From an optimization exercise on the open Yosys and OpenROAD flow, aimed at a short achievable clock period and few clock cycles; shortcuts taken in it are not production practice.
The RTL was checked by simulation tests, not by an equivalence proof against the original design.
Power and IR drop assume default switching activity.

Setup of the reference run:
// multicycle_core
module multicycle_core #(
  parameter int                ADDR_W   = 32,
  parameter logic [ADDR_W-1:0] RESET_PC = '0
) (
  input  logic              clk,
  input  logic              rst,
  output logic              imem_req,
  output logic [ADDR_W-1:0] imem_addr,
  input  logic              imem_ready,
  input  logic [31:0]       imem_rdata,
  output logic              dmem_req,
  output logic              dmem_we,
  output logic [ADDR_W-1:0] dmem_addr,
  output logic [31:0]       dmem_wdata,
  input  logic              dmem_ready,
  input  logic [31:0]       dmem_rdata,
  output logic [ADDR_W-1:0] pc_out,
  output logic [31:0]       alu_result,
  output logic              retire,
  output logic              halted
);
Size in the first run: about 11000 cells after synthesis, roughly 230 I/O pins, roughly 110000 um^2 of cells after synthesis.
Settings: LEC_CHECK=0, ABC_CLOCK_PERIOD_IN_PS=2000, CAP_MARGIN=20, CORE_MARGIN=2, CORE_UTILIZATION=30, PLACE_DENSITY=0.45, SETUP_SLACK_MARGIN=3.0, SLEW_MARGIN=20; clock period 6.0 ns.
run.sh (not shown) runs the stock make flow with config.mk's settings and CLKGATE_MAP_FILE= SYNTH_SCRIPT=/design/flow/synth_recipe.tcl, a recipe that flattens the netlist after the stock synthesis.
Testbench counts of the reference run, summed over its fixed seeds: cycles 32,312.
Input changes introduced in the trial run (baseline for comparison: the reference run):
--- a/flow/design.v
+++ b/flow/design.v
@@ -24,15 +24,15 @@
 import core_pkg::*;
 module core_alu (
   input  logic [31:0] a,
   input  logic [31:0] b,
   input  logic [31:0] bn,
   input  logic [31:0] ao,
   input  logic [31:0] bo,
-  input  logic [4:0]  shamt,
+  input  logic [9:0]  shsel,   
   output logic [223:0] r
 );
   function automatic logic [31:0] ks_add(input logic [31:0] x, input logic [31:0] z, input logic cin);
     logic [31:0] g, p, gg, pp, gn, pn;
     g = x & z;
     p = x ^ z;
     gg = g;
@@ -53,16 +53,28 @@
   logic [31:0] diff;
   assign diff = ks_add(a, bn, 1'b1);
   assign r[32*S_ADD +: 32] = ks_add(a, b, 1'b0);
   assign r[32*S_SUB +: 32] = diff;
   assign r[32*S_AND +: 32] = ao & bo;
   assign r[32*S_OR +: 32] = ao | bo;
   assign r[32*S_SLT +: 32] = {31'd0, (ao[31] ^ bo[31]) ? ao[31] : diff[31]};
-  assign r[32*S_SLL +: 32] = bo << shamt;
-  assign r[32*S_SRL +: 32] = bo >> shamt;
+  function automatic logic [31:0] shl(input logic [31:0] x, input logic [9:0] s);
+    logic [31:0] y1, y2;
+    y1 = ({32{s[0]}} & x) | ({32{s[1]}} & (x << 1)) | ({32{s[2]}} & (x << 2)) | ({32{s[3]}} & (x << 3));
+    y2 = ({32{s[4]}} & y1) | ({32{s[5]}} & (y1 << 4)) | ({32{s[6]}} & (y1 << 8)) | ({32{s[7]}} & (y1 << 12));
+    shl = ({32{s[8]}} & y2) | ({32{s[9]}} & (y2 << 16));
+  endfunction
+  function automatic logic [31:0] shr(input logic [31:0] x, input logic [9:0] s);
+    logic [31:0] y1, y2;
+    y1 = ({32{s[0]}} & x) | ({32{s[1]}} & (x >> 1)) | ({32{s[2]}} & (x >> 2)) | ({32{s[3]}} & (x >> 3));
+    y2 = ({32{s[4]}} & y1) | ({32{s[5]}} & (y1 >> 4)) | ({32{s[6]}} & (y1 >> 8)) | ({32{s[7]}} & (y1 >> 12));
+    shr = ({32{s[8]}} & y2) | ({32{s[9]}} & (y2 >> 16));
+  endfunction
+  assign r[32*S_SLL +: 32] = shl(bo, shsel);
+  assign r[32*S_SRL +: 32] = shr(bo, shsel);
 endmodule
 import core_pkg::*;
 module multicycle_core #(
   parameter int                ADDR_W   = 32,
   parameter logic [ADDR_W-1:0] RESET_PC = '0
 ) (
   input  logic              clk,
@@ -100,15 +112,16 @@
   logic [31:0] d_ir;
   logic [29:0] d_target;   
   logic [16:0] d_lo;
   logic [31:0] d_nimm;   
   logic [29:0] d_pc, d_pc4, d_btgt;
   logic e_valid, e_halt, e_rwe, e_load, e_store, e_br, e_beq, e_pred, e_btb, e_bad, e_misp;
   logic [6:0] e_sel;
-  logic [4:0] e_sh, e_wa;
+  logic [4:0] e_wa;
+  logic [9:0] e_sh;   
   logic [31:0] e_a, e_b, e_bn, e_st;
   logic [31:0] e_ao, e_bo;
   logic [29:0] e_npc, e_altpc, e_pc, e_tgt, e_seq, e_pc4, e_btgt;
   logic e_dir, e_zk, e_zero;   
   logic m_valid, m_halt, m_req, m_we, m_load, m_rwe, m_mis, m_late;
   logic [4:0] m_wa;
   logic [31:0] m_res, m_wdata;
@@ -131,15 +144,15 @@
   function automatic logic [31:0] pick(input logic [6:0] s, input logic [223:0] r,
                                        input logic de, input logic [31:0] d);
     pick = {32{de}} & d;
     for (int k = 0; k < 7; k++) pick = pick | ({32{s[k]}} & r[32*k +: 32]);
   endfunction
   logic eq, taken, mispred, mis_late, flush_e;
   logic [29:0] e_redir;
-  core_alu u_alu (.a(e_a), .b(e_b), .bn(e_bn), .ao(e_ao), .bo(e_bo), .shamt(e_sh), .r(alu_r));
+  core_alu u_alu (.a(e_a), .b(e_b), .bn(e_bn), .ao(e_ao), .bo(e_bo), .shsel(e_sh), .r(alu_r));
   assign alu_y = pick(e_sel, alu_r, 1'b0, 32'd0);
   assign eq = e_ao == e_bo;
   assign taken = e_beq ? eq : !eq;
   assign e_npc = e_dir ? e_tgt : e_seq;
   assign e_altpc = e_dir ? e_pc4 : e_tgt;
   assign e_bad = e_btb && e_dir && e_btgt != e_tgt;
   assign mis_late = e_valid && ((e_br && (taken != e_pred)) || (e_bad && !e_misp));
@@ -447,15 +460,15 @@
       e_sel[S_ADD] <= !is_r || fn == FN_ADD;
       e_sel[S_SUB] <= is_r && fn == FN_SUB;
       e_sel[S_AND] <= is_r && fn == FN_AND;
       e_sel[S_OR]  <= is_r && fn == FN_OR;
       e_sel[S_SLT] <= is_r && fn == FN_SLT;
       e_sel[S_SLL] <= is_r && fn == FN_SLL;
       e_sel[S_SRL] <= is_r && fn == FN_SRL;
-      e_sh <= sh;
+      e_sh <= {sh[4], !sh[4], 4'd1 << sh[3:2], 4'd1 << sh[1:0]};
       e_wa <= wa;
       e_dir <= dir;
       e_btgt <= d_btgt;
       e_zk <= is_addi && !fa && !(wb_en && m_load && m_wa == rs && rs != 5'd0);
       e_zero <= rs_val == d_nimm;
       e_tgt <= d_target;
       e_seq <= d_seq;
[summary]
The trial run finished every stage and its layout cleared the timing, DRC and antenna checks.
Comparing the trial run and the reference run, count of standard-cell rows is higher on the trial run.
The reference run reports its worst setup path endpoint as e_a[29] while the trial run reports e_b[21].
Compared the reference run against the trial run; clock power within noise.
Buffer levels on the longest clock path: the reference run vs the trial run identical
Delta (the trial run minus the reference run): average instance area after synthesis shows a reduction of about 3%; number of antenna violations at the first check in global routing shows an increase of 13%; clock share of power shows an increase of 1.2 points.
Testbench counts of the trial run, summed over its fixed seeds: cycles 32,312.

==> what the ideal ports hide <==
How much do the figures lean on ideal ports? The routed layouts below were timed once more, with nothing changed but the port constraints. Step 1 sets driving cells, clkbuf_16 on the clock port and buf_2 on the other inputs (assumed; they add their load-dependent delay and slew). Step 2 also shifts input and output timing later by t, the mid clock arrival at the registers, as if the neighbouring blocks saw the same clock. Three values: ideal ports, drivers, drivers and shift; two values: the first two.
| run | shift t [ns] | setup slack, ns | hold WS [ns] |
|---|---|---|---|
| the reference run | 1.024 | 2.623 / 2.623 / 1.907 | 0.202 / 0.170 / 0.370 |
| the trial run | 1.007 | 2.619 / 2.619 / 1.813 | 0.249 / 0.248 / 0.320 |
After both steps every run listed still meets setup and hold. For the trial run, which loses most, drivers alone change the setup slack by 0.000 ns; drivers and shift together by -0.806 ns.
